Source: an optimization exercise on an open RTL-to-GDS flow (aim: a short achievable clock period and few clock cycles per item). Production flows keep margins and buffers that such runs may drop. The RTL was checked by simulation tests, not by an equivalence proof against the original design.

==> sierra <==
Design lc4_top, start of the top module:
module lc4_top (
   input  logic        clk,
   input  logic        i_reset,
   output logic [15:0] o_imem_addr,
   input  logic [15:0] i_imem_data,
   output logic [15:0] o_dmem_addr,
   output logic        o_dmem_we,
   output logic [15:0] o_dmem_wdata,
   input  logic [15:0] i_dmem_data,
   output logic        o_retire_valid,
   output logic [15:0] o_retire_pc,
   output logic [15:0] o_retire_insn,
   output logic        o_retire_rf_we,
   output logic [2:0]  o_retire_wsel,
   output logic [15:0] o_retire_wdata
);
clock: 4.3 ns
lec_check: 0
abc_clock_period_in_ps: 2000
cap_margin: 20
core_margin: 2
core_utilization: 40
setup_slack_margin: 2.4
slew_margin: 20
run.sh (not shown) runs the stock make flow with config.mk's settings and CLKGATE_MAP_FILE= SYNTH_SCRIPT=/design/flow/synth_recipe.tcl, a recipe that flattens the netlist after the stock synthesis.
==> quartz (differences from sierra) <==
--- a/flow/design.v
+++ b/flow/design.v
@@ -124,22 +124,14 @@
    logic [15:0]     btb_pc  [NBTB];
    logic [15:0]     btb_tgt [NBTB];
    logic [1:0]      btb_ptr;
    logic        fd_valid;
    logic [15:0] fd_pc;
    logic [15:0] fd_insn;
    logic        fd_pred;
-   logic [15:0] fd_pcp1;
-   logic [9:0]  fd_lo;
-   logic [2:0]  fd_rt_sel;
-   logic        fd_use_imm;
-   logic [15:0] fd_imm;
-   logic [6:0]  fd_hi_inc;
-   logic [6:0]  fd_hi_dec;
-   logic [NBTB-1:0] fd_hit_v;
    logic        fd_use_rs;
    logic        fd_use_rt;
    logic        dx_valid;
    logic [15:0] dx_pc;
    logic [15:0] dx_insn;
    logic        dx_rf_we;
    logic [2:0]  dx_wsel;
@@ -147,17 +139,19 @@
    logic        dx_ld;
    logic        dx_is_store;
    logic        dx_is_br;
    logic        dx_is_and;
    logic [15:0] dx_a;
    logic [15:0] dx_b;
    logic [15:0] dx_sd;
-   logic        dx_sd_ld;
+   logic        dx_fwd_a;
+   logic        dx_fwd_b;
+   logic        dx_fwd_sd;
    logic        dx_pred;
-   logic [NBTB-1:0] dx_hit_v;
+   logic        dx_learn;
    logic [15:0] dx_tgt;
    logic [15:0] dx_alt;
    logic        xm_valid;
    logic [15:0] xm_pc;
    logic [15:0] xm_insn;
    logic        xm_rf_we;
    logic [2:0]  xm_wsel;
@@ -170,37 +164,25 @@
    logic        mw_valid;
    logic [15:0] mw_pc;
    logic [15:0] mw_insn;
    logic        mw_rf_we;
    logic [2:0]  mw_wsel;
    logic [15:0] mw_data;
    logic        stall;
-   logic [15:0] x_res;
-   logic        x_br;
    logic        redirect;
    logic [15:0] m_result;
    logic [2:0]  m_nzp;
    logic [NBTB-1:0] f_hit_v;
    logic            f_hit;
    logic [15:0]     f_tgt;
    logic [15:0]     f_pcp1;
    logic [15:0]     f_next;
    logic            f_use_rs;
    logic            f_use_rt;
    assign o_imem_addr = pc_q;
-   logic [2:0]  f_rt_sel;
-   logic [15:0] f_imm;
-   assign f_rt_sel = i_imem_data[15:12] == lc4_isa_pkg::OP_STR ? i_imem_data[11:9] : i_imem_data[2:0];
-   always_comb begin
-      case (i_imem_data[15:12])
-         lc4_isa_pkg::OP_LDR, lc4_isa_pkg::OP_STR: f_imm = {{10{i_imem_data[5]}}, i_imem_data[5:0]};
-         lc4_isa_pkg::OP_CONST:                    f_imm = {{7{i_imem_data[8]}}, i_imem_data[8:0]};
-         default:                                  f_imm = {{11{i_imem_data[4]}}, i_imem_data[4:0]};
-      endcase
-   end
    always_comb begin
       case (i_imem_data[15:12])
          lc4_isa_pkg::OP_ADD, lc4_isa_pkg::OP_AND: begin
             f_use_rs = 1'b1;
             f_use_rt = !i_imem_data[5];
          end
          lc4_isa_pkg::OP_LDR, lc4_isa_pkg::OP_STR: begin
@@ -235,42 +217,31 @@
    always_ff @(posedge clk) begin
       if (i_reset || redirect) fd_valid <= 1'b0;
       else if (!stall)         fd_valid <= 1'b1;
    end
    always_ff @(posedge clk) begin
       if (!stall) begin
          fd_pc   <= pc_q;
-         fd_pcp1 <= f_pcp1;
-         fd_lo   <= {1'b0, f_pcp1[8:0]} + {1'b0, i_imem_data[8:0]};
-         fd_rt_sel  <= f_rt_sel;
-         fd_use_imm <= !((i_imem_data[15:12] == lc4_isa_pkg::OP_ADD ||
-                          i_imem_data[15:12] == lc4_isa_pkg::OP_AND) && !i_imem_data[5]);
-         fd_imm     <= f_imm;
-         fd_hi_inc <= pc_q[15:9] + 7'd1 + {6'd0, pc_q[8:0] == 9'h1ff};
-         fd_hi_dec <= pc_q[15:9] - 7'd1 + {6'd0, pc_q[8:0] == 9'h1ff};
          fd_insn <= i_imem_data;
          fd_pred <= f_hit;
-         fd_hit_v <= f_hit_v;
          fd_use_rs <= f_use_rs;
          fd_use_rt <= f_use_rt;
       end
    end
    always_ff @(posedge clk) begin
       if (i_reset) begin
          btb_v   <= '0;
          btb_ptr <= '0;
-      end else if (redirect && !dx_pred) begin
+      end else if (dx_valid && dx_learn) begin
          btb_v[btb_ptr] <= 1'b1;
-         btb_ptr        <= btb_ptr + 1'b1;
-      end else if (redirect && dx_pred) begin
-         btb_v <= btb_v & ~dx_hit_v;
+         btb_ptr        <= btb_ptr + 2'd1;
       end
    end
    always_ff @(posedge clk) begin
-      if (x_br && !dx_pred) begin
+      if (dx_valid && dx_learn) begin
          btb_pc[btb_ptr]  <= dx_pc;
          btb_tgt[btb_ptr] <= dx_tgt;
       end
    end
    logic        d_valid;
    logic        d_rs_re;
    logic        d_rt_re;
@@ -284,17 +255,17 @@
    logic [2:0]  d_rs_sel;
    logic [2:0]  d_rt_sel;
    logic [2:0]  d_wsel;
    logic [15:0] rf_rs;
    logic [15:0] rf_rt;
    logic [15:0] d_rs_val;
    logic [15:0] d_rt_val;
+   logic [15:0] d_imm;
    logic [15:0] d_pcp1;
    logic [15:0] d_target;
-   logic [6:0]  d_hi;
    logic        x_wr_rs;
    logic        x_wr_rt;
    lc4_decoder lc4_decoder_i (
       .i_insn      (fd_insn),
       .o_valid     (d_valid),
       .o_rs_re     (d_rs_re),
       .o_rt_re     (d_rt_re),
@@ -309,42 +280,40 @@
       .o_rt_sel    (d_rt_sel),
       .o_wsel      (d_wsel)
    );
    lc4_regfile lc4_regfile_i (
       .clk       (clk),
       .i_reset   (i_reset),
       .i_rs_sel  (d_rs_sel),
-      .i_rt_sel  (fd_rt_sel),
+      .i_rt_sel  (d_rt_sel),
       .o_rs_data (rf_rs),
       .o_rt_data (rf_rt),
       .i_we      (mw_valid && mw_rf_we),
       .i_wsel    (mw_wsel),
       .i_wdata   (mw_data)
    );
    always_comb begin
       if (xm_valid && xm_rf_we && xm_wsel == d_rs_sel)      d_rs_val = m_result;
       else if (mw_valid && mw_rf_we && mw_wsel == d_rs_sel) d_rs_val = mw_data;
       else                                                  d_rs_val = rf_rs;
-      if (xm_valid && xm_rf_we && xm_wsel == fd_rt_sel)      d_rt_val = m_result;
-      else if (mw_valid && mw_rf_we && mw_wsel == fd_rt_sel) d_rt_val = mw_data;
+      if (xm_valid && xm_rf_we && xm_wsel == d_rt_sel)      d_rt_val = m_result;
+      else if (mw_valid && mw_rf_we && mw_wsel == d_rt_sel) d_rt_val = mw_data;
       else                                                  d_rt_val = rf_rt;
    end
+   always_comb begin
+      if (d_is_load || d_is_store) d_imm = {{10{fd_insn[5]}}, fd_insn[5:0]};
+      else if (d_is_const)         d_imm = {{7{fd_insn[8]}}, fd_insn[8:0]};
+      else                         d_imm = {{11{fd_insn[4]}}, fd_insn[4:0]};
+   end
    assign x_wr_rs = dx_valid && dx_rf_we && dx_wsel == d_rs_sel;
-   assign x_wr_rt = dx_valid && dx_rf_we && dx_wsel == fd_rt_sel;
+   assign x_wr_rt = dx_valid && dx_rf_we && dx_wsel == d_rt_sel;
    assign stall = fd_valid && dx_ld &&
                   ((fd_use_rs && fd_insn[8:6] == dx_wsel) || (fd_use_rt && fd_insn[2:0] == dx_wsel));
-   assign d_pcp1 = fd_pcp1;
-   always_comb begin
-      case ({fd_insn[8], fd_lo[9]})
-         2'b01:   d_hi = fd_hi_inc;
-         2'b10:   d_hi = fd_hi_dec;
-         default: d_hi = fd_pcp1[15:9];
-      endcase
-   end
-   assign d_target = {d_hi, fd_lo[8:0]};
+   assign d_pcp1   = fd_pc + 16'd1;
+   assign d_target = d_pcp1 + {{7{fd_insn[8]}}, fd_insn[8:0]};
    always_ff @(posedge clk) begin
       if (i_reset) begin
          dx_valid <= 1'b0;
          dx_ld    <= 1'b0;
       end else begin
          dx_valid <= fd_valid && d_valid && !stall && !redirect;
          dx_ld    <= fd_valid && d_is_load && !stall && !redirect;
@@ -355,43 +324,43 @@
       dx_insn     <= fd_insn;
       dx_rf_we    <= d_rf_we;
       dx_wsel     <= d_wsel;
       dx_is_load  <= d_is_load;
       dx_is_store <= d_is_store;
       dx_is_br    <= d_is_br;
       dx_is_and   <= d_is_and;
-      if (d_is_const)                dx_a <= 16'd0;
-      else if (x_wr_rs && !dx_is_load) dx_a <= x_res;
-      else                           dx_a <= d_rs_val;
-      if (fd_use_imm)                dx_b <= fd_imm;
-      else if (x_wr_rt && !dx_is_load) dx_b <= x_res;
-      else                           dx_b <= d_rt_val;
-      if (x_wr_rt && !dx_is_load)    dx_sd <= x_res;
-      else                           dx_sd <= d_rt_val;
-      dx_sd_ld    <= x_wr_rt && dx_is_load;
+      dx_a        <= d_is_const ? 16'd0 : d_rs_val;
+      dx_b        <= d_use_imm ? d_imm : d_rt_val;
+      dx_sd       <= d_rt_val;
+      dx_fwd_a    <= !d_is_const && x_wr_rs;
+      dx_fwd_b    <= !d_use_imm && x_wr_rt;
+      dx_fwd_sd   <= x_wr_rt;
       dx_pred     <= fd_pred;
-      dx_hit_v    <= fd_hit_v;
+      dx_learn    <= d_is_br && !fd_pred && fd_insn[11:9] != 3'b000 &&
+                     (fd_insn[8] || fd_insn[11:9] == 3'b111);
       dx_tgt      <= d_target;
       dx_alt      <= fd_pred ? d_pcp1 : d_target;
    end
    logic [15:0] x_a;
    logic [15:0] x_b;
    logic [15:0] x_sum;
+   logic [15:0] x_res;
    logic        x_z;
    logic [2:0]  cond;
-   assign x_a = dx_a;
-   assign x_b = dx_b;
+   assign x_a = dx_fwd_a ? xm_res : dx_a;
+   assign x_b = dx_fwd_b ? xm_res : dx_b;
    lc4_add16 lc4_add16_i (
       .i_a   (x_a),
       .i_b   (x_b),
       .o_sum (x_sum)
    );
    assign x_res = dx_is_and ? (x_a & x_b) : x_sum;
    assign x_z = dx_is_and ? ((x_a & x_b) == 16'd0)
                           : ((x_a ^ x_b) == {x_a[14:0] | x_b[14:0], 1'b0});
+   logic       x_br;
    logic [2:0] x_mask;
    logic       r_n;
    logic       r_z;
    logic       r_p;
    logic       r_reg;
    logic       m_z;
    logic       m_ld_flags;
@@ -425,15 +394,15 @@
    always_ff @(posedge clk) begin
       xm_pc      <= dx_pc;
       xm_insn    <= dx_insn;
       xm_rf_we   <= dx_rf_we;
       xm_wsel    <= dx_wsel;
       xm_is_load <= dx_is_load;
       xm_res     <= x_res;
-      xm_sd      <= dx_sd_ld ? i_dmem_data : dx_sd;
+      xm_sd      <= dx_fwd_sd ? m_result : dx_sd;
       xm_nzp     <= {x_res[15], x_z, !x_res[15] && !x_z};
    end
    assign o_dmem_addr  = xm_res;
    assign o_dmem_we    = xm_we;
    assign o_dmem_wdata = xm_sd;
    assign m_result = xm_is_load ? i_dmem_data : xm_res;
    assign m_nzp    = xm_is_load ? {i_dmem_data[15], m_z, !i_dmem_data[15] && !m_z} : xm_nzp;
SETUP_SLACK_MARGIN = 1.8   (was 2.4)
==> harbor (differences from sierra) <==
--- a/flow/design.v
+++ b/flow/design.v
@@ -140,35 +140,35 @@
    logic        fd_use_rt;
    logic        dx_valid;
    logic [15:0] dx_pc;
    logic [15:0] dx_insn;
    logic        dx_rf_we;
    logic [2:0]  dx_wsel;
    logic        dx_is_load;
-   logic        dx_ld;
    logic        dx_is_store;
    logic        dx_is_br;
    logic        dx_is_and;
    logic [15:0] dx_a;
    logic [15:0] dx_b;
    logic [15:0] dx_sd;
-   logic        dx_sd_ld;
+   logic        dx_sd_fwd;
    logic        dx_pred;
    logic [NBTB-1:0] dx_hit_v;
    logic [15:0] dx_tgt;
    logic [15:0] dx_alt;
    logic        xm_valid;
    logic [15:0] xm_pc;
    logic [15:0] xm_insn;
    logic        xm_rf_we;
    logic [2:0]  xm_wsel;
    logic        xm_is_load;
    logic        xm_we;
    logic [15:0] xm_res;
    logic [15:0] xm_sd;
+   logic        xm_z;
    logic [2:0]  xm_nzp;
    logic [2:0]  nzp_q;
    logic        mw_valid;
    logic [15:0] mw_pc;
    logic [15:0] mw_insn;
    logic        mw_rf_we;
    logic [2:0]  mw_wsel;
@@ -236,15 +236,15 @@
       if (i_reset || redirect) fd_valid <= 1'b0;
       else if (!stall)         fd_valid <= 1'b1;
    end
    always_ff @(posedge clk) begin
       if (!stall) begin
          fd_pc   <= pc_q;
          fd_pcp1 <= f_pcp1;
-         fd_lo   <= {1'b0, f_pcp1[8:0]} + {1'b0, i_imem_data[8:0]};
+         fd_lo   <= 10'(({1'b0, pc_q[8:0], 1'b1} + {1'b0, i_imem_data[8:0], 1'b1}) >> 1);
          fd_rt_sel  <= f_rt_sel;
          fd_use_imm <= !((i_imem_data[15:12] == lc4_isa_pkg::OP_ADD ||
                           i_imem_data[15:12] == lc4_isa_pkg::OP_AND) && !i_imem_data[5]);
          fd_imm     <= f_imm;
          fd_hi_inc <= pc_q[15:9] + 7'd1 + {6'd0, pc_q[8:0] == 9'h1ff};
          fd_hi_dec <= pc_q[15:9] - 7'd1 + {6'd0, pc_q[8:0] == 9'h1ff};
          fd_insn <= i_imem_data;
@@ -287,15 +287,14 @@
    logic [15:0] rf_rs;
    logic [15:0] rf_rt;
    logic [15:0] d_rs_val;
    logic [15:0] d_rt_val;
    logic [15:0] d_pcp1;
    logic [15:0] d_target;
    logic [6:0]  d_hi;
-   logic        x_wr_rs;
    logic        x_wr_rt;
    lc4_decoder lc4_decoder_i (
       .i_insn      (fd_insn),
       .o_valid     (d_valid),
       .o_rs_re     (d_rs_re),
       .o_rt_re     (d_rt_re),
       .o_rf_we     (d_rf_we),
@@ -324,54 +323,46 @@
       if (xm_valid && xm_rf_we && xm_wsel == d_rs_sel)      d_rs_val = m_result;
       else if (mw_valid && mw_rf_we && mw_wsel == d_rs_sel) d_rs_val = mw_data;
       else                                                  d_rs_val = rf_rs;
       if (xm_valid && xm_rf_we && xm_wsel == fd_rt_sel)      d_rt_val = m_result;
       else if (mw_valid && mw_rf_we && mw_wsel == fd_rt_sel) d_rt_val = mw_data;
       else                                                  d_rt_val = rf_rt;
    end
-   assign x_wr_rs = dx_valid && dx_rf_we && dx_wsel == d_rs_sel;
    assign x_wr_rt = dx_valid && dx_rf_we && dx_wsel == fd_rt_sel;
-   assign stall = fd_valid && dx_ld &&
+   assign stall = fd_valid && dx_valid && dx_rf_we &&
                   ((fd_use_rs && fd_insn[8:6] == dx_wsel) || (fd_use_rt && fd_insn[2:0] == dx_wsel));
    assign d_pcp1 = fd_pcp1;
    always_comb begin
       case ({fd_insn[8], fd_lo[9]})
          2'b01:   d_hi = fd_hi_inc;
          2'b10:   d_hi = fd_hi_dec;
          default: d_hi = fd_pcp1[15:9];
       endcase
    end
    assign d_target = {d_hi, fd_lo[8:0]};
    always_ff @(posedge clk) begin
       if (i_reset) begin
          dx_valid <= 1'b0;
-         dx_ld    <= 1'b0;
       end else begin
          dx_valid <= fd_valid && d_valid && !stall && !redirect;
-         dx_ld    <= fd_valid && d_is_load && !stall && !redirect;
       end
    end
    always_ff @(posedge clk) begin
       dx_pc       <= fd_pc;
       dx_insn     <= fd_insn;
       dx_rf_we    <= d_rf_we;
       dx_wsel     <= d_wsel;
       dx_is_load  <= d_is_load;
       dx_is_store <= d_is_store;
       dx_is_br    <= d_is_br;
       dx_is_and   <= d_is_and;
-      if (d_is_const)                dx_a <= 16'd0;
-      else if (x_wr_rs && !dx_is_load) dx_a <= x_res;
-      else                           dx_a <= d_rs_val;
-      if (fd_use_imm)                dx_b <= fd_imm;
-      else if (x_wr_rt && !dx_is_load) dx_b <= x_res;
-      else                           dx_b <= d_rt_val;
-      if (x_wr_rt && !dx_is_load)    dx_sd <= x_res;
-      else                           dx_sd <= d_rt_val;
-      dx_sd_ld    <= x_wr_rt && dx_is_load;
+      dx_a        <= d_is_const ? 16'd0 : d_rs_val;
+      dx_b        <= fd_use_imm ? fd_imm : d_rt_val;
+      dx_sd       <= d_rt_val;
+      dx_sd_fwd   <= x_wr_rt;
       dx_pred     <= fd_pred;
       dx_hit_v    <= fd_hit_v;
       dx_tgt      <= d_target;
       dx_alt      <= fd_pred ? d_pcp1 : d_target;
    end
    logic [15:0] x_a;
    logic [15:0] x_b;
@@ -425,21 +416,22 @@
    always_ff @(posedge clk) begin
       xm_pc      <= dx_pc;
       xm_insn    <= dx_insn;
       xm_rf_we   <= dx_rf_we;
       xm_wsel    <= dx_wsel;
       xm_is_load <= dx_is_load;
       xm_res     <= x_res;
-      xm_sd      <= dx_sd_ld ? i_dmem_data : dx_sd;
-      xm_nzp     <= {x_res[15], x_z, !x_res[15] && !x_z};
+      xm_sd      <= dx_sd_fwd ? m_result : dx_sd;
+      xm_z       <= x_z;
    end
    assign o_dmem_addr  = xm_res;
    assign o_dmem_we    = xm_we;
    assign o_dmem_wdata = xm_sd;
    assign m_result = xm_is_load ? i_dmem_data : xm_res;
+   assign xm_nzp   = {xm_res[15], xm_z, !xm_res[15] && !xm_z};
    assign m_nzp    = xm_is_load ? {i_dmem_data[15], m_z, !i_dmem_data[15] && !m_z} : xm_nzp;
    always_ff @(posedge clk) begin
       if (i_reset) begin
          nzp_q <= 3'b000;
       end else if (xm_valid && xm_rf_we) begin
          nzp_q <= m_nzp;
       end
SETUP_SLACK_MARGIN = 2.0   (was 2.4)
==> delta (differences from sierra) <==
--- a/flow/design.v
+++ b/flow/design.v
@@ -125,18 +125,14 @@
    logic [15:0]     btb_tgt [NBTB];
    logic [1:0]      btb_ptr;
    logic        fd_valid;
    logic [15:0] fd_pc;
    logic [15:0] fd_insn;
    logic        fd_pred;
    logic [15:0] fd_pcp1;
-   logic [9:0]  fd_lo;
-   logic [2:0]  fd_rt_sel;
-   logic        fd_use_imm;
-   logic [15:0] fd_imm;
    logic [6:0]  fd_hi_inc;
    logic [6:0]  fd_hi_dec;
    logic [NBTB-1:0] fd_hit_v;
    logic        fd_use_rs;
    logic        fd_use_rt;
    logic        dx_valid;
    logic [15:0] dx_pc;
@@ -147,15 +143,17 @@
    logic        dx_ld;
    logic        dx_is_store;
    logic        dx_is_br;
    logic        dx_is_and;
    logic [15:0] dx_a;
    logic [15:0] dx_b;
    logic [15:0] dx_sd;
-   logic        dx_sd_ld;
+   logic        dx_fwd_a;
+   logic        dx_fwd_b;
+   logic        dx_fwd_sd;
    logic        dx_pred;
    logic [NBTB-1:0] dx_hit_v;
    logic [15:0] dx_tgt;
    logic [15:0] dx_alt;
    logic        xm_valid;
    logic [15:0] xm_pc;
    logic [15:0] xm_insn;
@@ -170,37 +168,26 @@
    logic        mw_valid;
    logic [15:0] mw_pc;
    logic [15:0] mw_insn;
    logic        mw_rf_we;
    logic [2:0]  mw_wsel;
    logic [15:0] mw_data;
    logic        stall;
-   logic [15:0] x_res;
    logic        x_br;
    logic        redirect;
    logic [15:0] m_result;
    logic [2:0]  m_nzp;
    logic [NBTB-1:0] f_hit_v;
    logic            f_hit;
    logic [15:0]     f_tgt;
    logic [15:0]     f_pcp1;
    logic [15:0]     f_next;
    logic            f_use_rs;
    logic            f_use_rt;
    assign o_imem_addr = pc_q;
-   logic [2:0]  f_rt_sel;
-   logic [15:0] f_imm;
-   assign f_rt_sel = i_imem_data[15:12] == lc4_isa_pkg::OP_STR ? i_imem_data[11:9] : i_imem_data[2:0];
-   always_comb begin
-      case (i_imem_data[15:12])
-         lc4_isa_pkg::OP_LDR, lc4_isa_pkg::OP_STR: f_imm = {{10{i_imem_data[5]}}, i_imem_data[5:0]};
-         lc4_isa_pkg::OP_CONST:                    f_imm = {{7{i_imem_data[8]}}, i_imem_data[8:0]};
-         default:                                  f_imm = {{11{i_imem_data[4]}}, i_imem_data[4:0]};
-      endcase
-   end
    always_comb begin
       case (i_imem_data[15:12])
          lc4_isa_pkg::OP_ADD, lc4_isa_pkg::OP_AND: begin
             f_use_rs = 1'b1;
             f_use_rt = !i_imem_data[5];
          end
          lc4_isa_pkg::OP_LDR, lc4_isa_pkg::OP_STR: begin
@@ -236,19 +223,14 @@
       if (i_reset || redirect) fd_valid <= 1'b0;
       else if (!stall)         fd_valid <= 1'b1;
    end
    always_ff @(posedge clk) begin
       if (!stall) begin
          fd_pc   <= pc_q;
          fd_pcp1 <= f_pcp1;
-         fd_lo   <= {1'b0, f_pcp1[8:0]} + {1'b0, i_imem_data[8:0]};
-         fd_rt_sel  <= f_rt_sel;
-         fd_use_imm <= !((i_imem_data[15:12] == lc4_isa_pkg::OP_ADD ||
-                          i_imem_data[15:12] == lc4_isa_pkg::OP_AND) && !i_imem_data[5]);
-         fd_imm     <= f_imm;
          fd_hi_inc <= pc_q[15:9] + 7'd1 + {6'd0, pc_q[8:0] == 9'h1ff};
          fd_hi_dec <= pc_q[15:9] - 7'd1 + {6'd0, pc_q[8:0] == 9'h1ff};
          fd_insn <= i_imem_data;
          fd_pred <= f_hit;
          fd_hit_v <= f_hit_v;
          fd_use_rs <= f_use_rs;
          fd_use_rt <= f_use_rt;
@@ -284,16 +266,18 @@
    logic [2:0]  d_rs_sel;
    logic [2:0]  d_rt_sel;
    logic [2:0]  d_wsel;
    logic [15:0] rf_rs;
    logic [15:0] rf_rt;
    logic [15:0] d_rs_val;
    logic [15:0] d_rt_val;
+   logic [15:0] d_imm;
    logic [15:0] d_pcp1;
    logic [15:0] d_target;
+   logic [9:0]  d_lo;
    logic [6:0]  d_hi;
    logic        x_wr_rs;
    logic        x_wr_rt;
    lc4_decoder lc4_decoder_i (
       .i_insn      (fd_insn),
       .o_valid     (d_valid),
       .o_rs_re     (d_rs_re),
@@ -309,42 +293,48 @@
       .o_rt_sel    (d_rt_sel),
       .o_wsel      (d_wsel)
    );
    lc4_regfile lc4_regfile_i (
       .clk       (clk),
       .i_reset   (i_reset),
       .i_rs_sel  (d_rs_sel),
-      .i_rt_sel  (fd_rt_sel),
+      .i_rt_sel  (d_rt_sel),
       .o_rs_data (rf_rs),
       .o_rt_data (rf_rt),
       .i_we      (mw_valid && mw_rf_we),
       .i_wsel    (mw_wsel),
       .i_wdata   (mw_data)
    );
    always_comb begin
       if (xm_valid && xm_rf_we && xm_wsel == d_rs_sel)      d_rs_val = m_result;
       else if (mw_valid && mw_rf_we && mw_wsel == d_rs_sel) d_rs_val = mw_data;
       else                                                  d_rs_val = rf_rs;
-      if (xm_valid && xm_rf_we && xm_wsel == fd_rt_sel)      d_rt_val = m_result;
-      else if (mw_valid && mw_rf_we && mw_wsel == fd_rt_sel) d_rt_val = mw_data;
+      if (xm_valid && xm_rf_we && xm_wsel == d_rt_sel)      d_rt_val = m_result;
+      else if (mw_valid && mw_rf_we && mw_wsel == d_rt_sel) d_rt_val = mw_data;
       else                                                  d_rt_val = rf_rt;
    end
+   always_comb begin
+      if (d_is_load || d_is_store) d_imm = {{10{fd_insn[5]}}, fd_insn[5:0]};
+      else if (d_is_const)         d_imm = {{7{fd_insn[8]}}, fd_insn[8:0]};
+      else                         d_imm = {{11{fd_insn[4]}}, fd_insn[4:0]};
+   end
    assign x_wr_rs = dx_valid && dx_rf_we && dx_wsel == d_rs_sel;
-   assign x_wr_rt = dx_valid && dx_rf_we && dx_wsel == fd_rt_sel;
+   assign x_wr_rt = dx_valid && dx_rf_we && dx_wsel == d_rt_sel;
    assign stall = fd_valid && dx_ld &&
                   ((fd_use_rs && fd_insn[8:6] == dx_wsel) || (fd_use_rt && fd_insn[2:0] == dx_wsel));
    assign d_pcp1 = fd_pcp1;
+   assign d_lo   = {1'b0, fd_pcp1[8:0]} + {1'b0, fd_insn[8:0]};
    always_comb begin
-      case ({fd_insn[8], fd_lo[9]})
+      case ({fd_insn[8], d_lo[9]})
          2'b01:   d_hi = fd_hi_inc;
          2'b10:   d_hi = fd_hi_dec;
          default: d_hi = fd_pcp1[15:9];
       endcase
    end
-   assign d_target = {d_hi, fd_lo[8:0]};
+   assign d_target = {d_hi, d_lo[8:0]};
    always_ff @(posedge clk) begin
       if (i_reset) begin
          dx_valid <= 1'b0;
          dx_ld    <= 1'b0;
       end else begin
          dx_valid <= fd_valid && d_valid && !stall && !redirect;
          dx_ld    <= fd_valid && d_is_load && !stall && !redirect;
@@ -355,35 +345,33 @@
       dx_insn     <= fd_insn;
       dx_rf_we    <= d_rf_we;
       dx_wsel     <= d_wsel;
       dx_is_load  <= d_is_load;
       dx_is_store <= d_is_store;
       dx_is_br    <= d_is_br;
       dx_is_and   <= d_is_and;
-      if (d_is_const)                dx_a <= 16'd0;
-      else if (x_wr_rs && !dx_is_load) dx_a <= x_res;
-      else                           dx_a <= d_rs_val;
-      if (fd_use_imm)                dx_b <= fd_imm;
-      else if (x_wr_rt && !dx_is_load) dx_b <= x_res;
-      else                           dx_b <= d_rt_val;
-      if (x_wr_rt && !dx_is_load)    dx_sd <= x_res;
-      else                           dx_sd <= d_rt_val;
-      dx_sd_ld    <= x_wr_rt && dx_is_load;
+      dx_a        <= d_is_const ? 16'd0 : d_rs_val;
+      dx_b        <= d_use_imm ? d_imm : d_rt_val;
+      dx_sd       <= d_rt_val;
+      dx_fwd_a    <= !d_is_const && x_wr_rs;
+      dx_fwd_b    <= !d_use_imm && x_wr_rt;
+      dx_fwd_sd   <= x_wr_rt;
       dx_pred     <= fd_pred;
       dx_hit_v    <= fd_hit_v;
       dx_tgt      <= d_target;
       dx_alt      <= fd_pred ? d_pcp1 : d_target;
    end
    logic [15:0] x_a;
    logic [15:0] x_b;
    logic [15:0] x_sum;
+   logic [15:0] x_res;
    logic        x_z;
    logic [2:0]  cond;
-   assign x_a = dx_a;
-   assign x_b = dx_b;
+   assign x_a = dx_fwd_a ? xm_res : dx_a;
+   assign x_b = dx_fwd_b ? xm_res : dx_b;
    lc4_add16 lc4_add16_i (
       .i_a   (x_a),
       .i_b   (x_b),
       .o_sum (x_sum)
    );
    assign x_res = dx_is_and ? (x_a & x_b) : x_sum;
    assign x_z = dx_is_and ? ((x_a & x_b) == 16'd0)
@@ -425,15 +413,15 @@
    always_ff @(posedge clk) begin
       xm_pc      <= dx_pc;
       xm_insn    <= dx_insn;
       xm_rf_we   <= dx_rf_we;
       xm_wsel    <= dx_wsel;
       xm_is_load <= dx_is_load;
       xm_res     <= x_res;
-      xm_sd      <= dx_sd_ld ? i_dmem_data : dx_sd;
+      xm_sd      <= dx_fwd_sd ? m_result : dx_sd;
       xm_nzp     <= {x_res[15], x_z, !x_res[15] && !x_z};
    end
    assign o_dmem_addr  = xm_res;
    assign o_dmem_we    = xm_we;
    assign o_dmem_wdata = xm_sd;
    assign m_result = xm_is_load ? i_dmem_data : xm_res;
    assign m_nzp    = xm_is_load ? {i_dmem_data[15], m_z, !i_dmem_data[15] && !m_z} : xm_nzp;
SETUP_SLACK_MARGIN = 1.8   (was 2.4)
==> run summary <==
met1 GRT Util 30.9%; Die Area 67700 µm²; Max Freq 366 MHz; Switching Fraction 26.3%; register area share after synthesis 60.3%; postcts setup bufs 200; First-pass DRT Iterations 5; status complete, no violations; Diodes inserted 0; WP buf/inv 2; Worst Reg-to-Reg Cells 11; simple-gate share of the synthesized area 12.1%; clk slew on worst S/H paths 0.06 ns; GRT Resource Usage Total 23.9%
That was sierra.
==> run summary <==
clk slew on worst S/H paths 0.07 ns; Switching Fraction 25.0%; met1 GRT Util 25.4%; status complete, no violations; Worst Reg-to-Reg Cells 10; Die Area 64700 µm²; Diodes inserted 0; First-pass DRT Iterations 7; Max Freq 367 MHz; simple-gate share of the synthesized area 10.6%; register area share after synthesis 63.0%
That was harbor.
==> run summary <==
status complete, no violations; met1 GRT Util 28.9%; clk slew on worst S/H paths 0.06 ns; WP buf/inv 0; postcts setup bufs 88; First-pass DRT Iterations 5; Diodes inserted 2
That was quartz.
==> run summary <==
clk slew on worst S/H paths 0.06 ns; register area share after synthesis 60.6%; Die Area 64900 µm²; WP buf/inv 2; Max Freq 375 MHz; Diodes inserted 0; Final Max Tran Viols 0; simple-gate share of the synthesized area 11.2%; status complete, no violations; Switching Fraction 25.6%; First-pass DRT Iterations 6; critical path's largest stage delay 0.39 ns
That was delta.
Testbench counts of sierra, summed over its fixed seeds: cycles 48,228, items 42,737.
Testbench counts of quartz, summed over its fixed seeds: cycles 50,524, items 42,737.
Testbench counts of harbor, summed over its fixed seeds: cycles 49,175, items 42,737.
Testbench counts of delta, summed over its fixed seeds: cycles 48,228, items 42,737.

==> separate check: timing with driven ports <==
The results above use ideal ports. As a check the final layouts listed here were re-extracted and re-timed, cells and wires unchanged.
Step 1, drivers: a clkbuf_16 drives clk and a buf_2 each remaining input, both assumed.
Step 2 also shifts input and output timing later by t, the mid clock arrival at the registers, as if the neighbouring blocks saw the same clock.
a / b / c = ideal ports / drivers / drivers and shift; a / b = the first two.
run	t (ns)	setup WS [ns]	hold slack, ns	worst setup path after step 2	slew at the worst register clock pin (ns)
sierra	0.676	1.565 / 1.565 / 1.109	0.320 / 0.320 / 0.320	input to register	0.06 / 0.06
quartz	0.681	1.335 / 1.335 / 1.183	0.305 / 0.305 / 0.305	input to register	0.07 / 0.07
harbor	0.691	1.576 / 1.601 / 0.910	0.326 / 0.326 / 0.326	input to register	0.07 / 0.07
delta	0.685	1.635 / 1.635 / 1.183	0.317 / 0.317 / 0.317	input to register	0.07 / 0.07
After both steps every run listed still meets setup and hold. For harbor, which loses most, drivers alone change the setup slack by +0.025 ns; drivers and shift together by -0.666 ns.
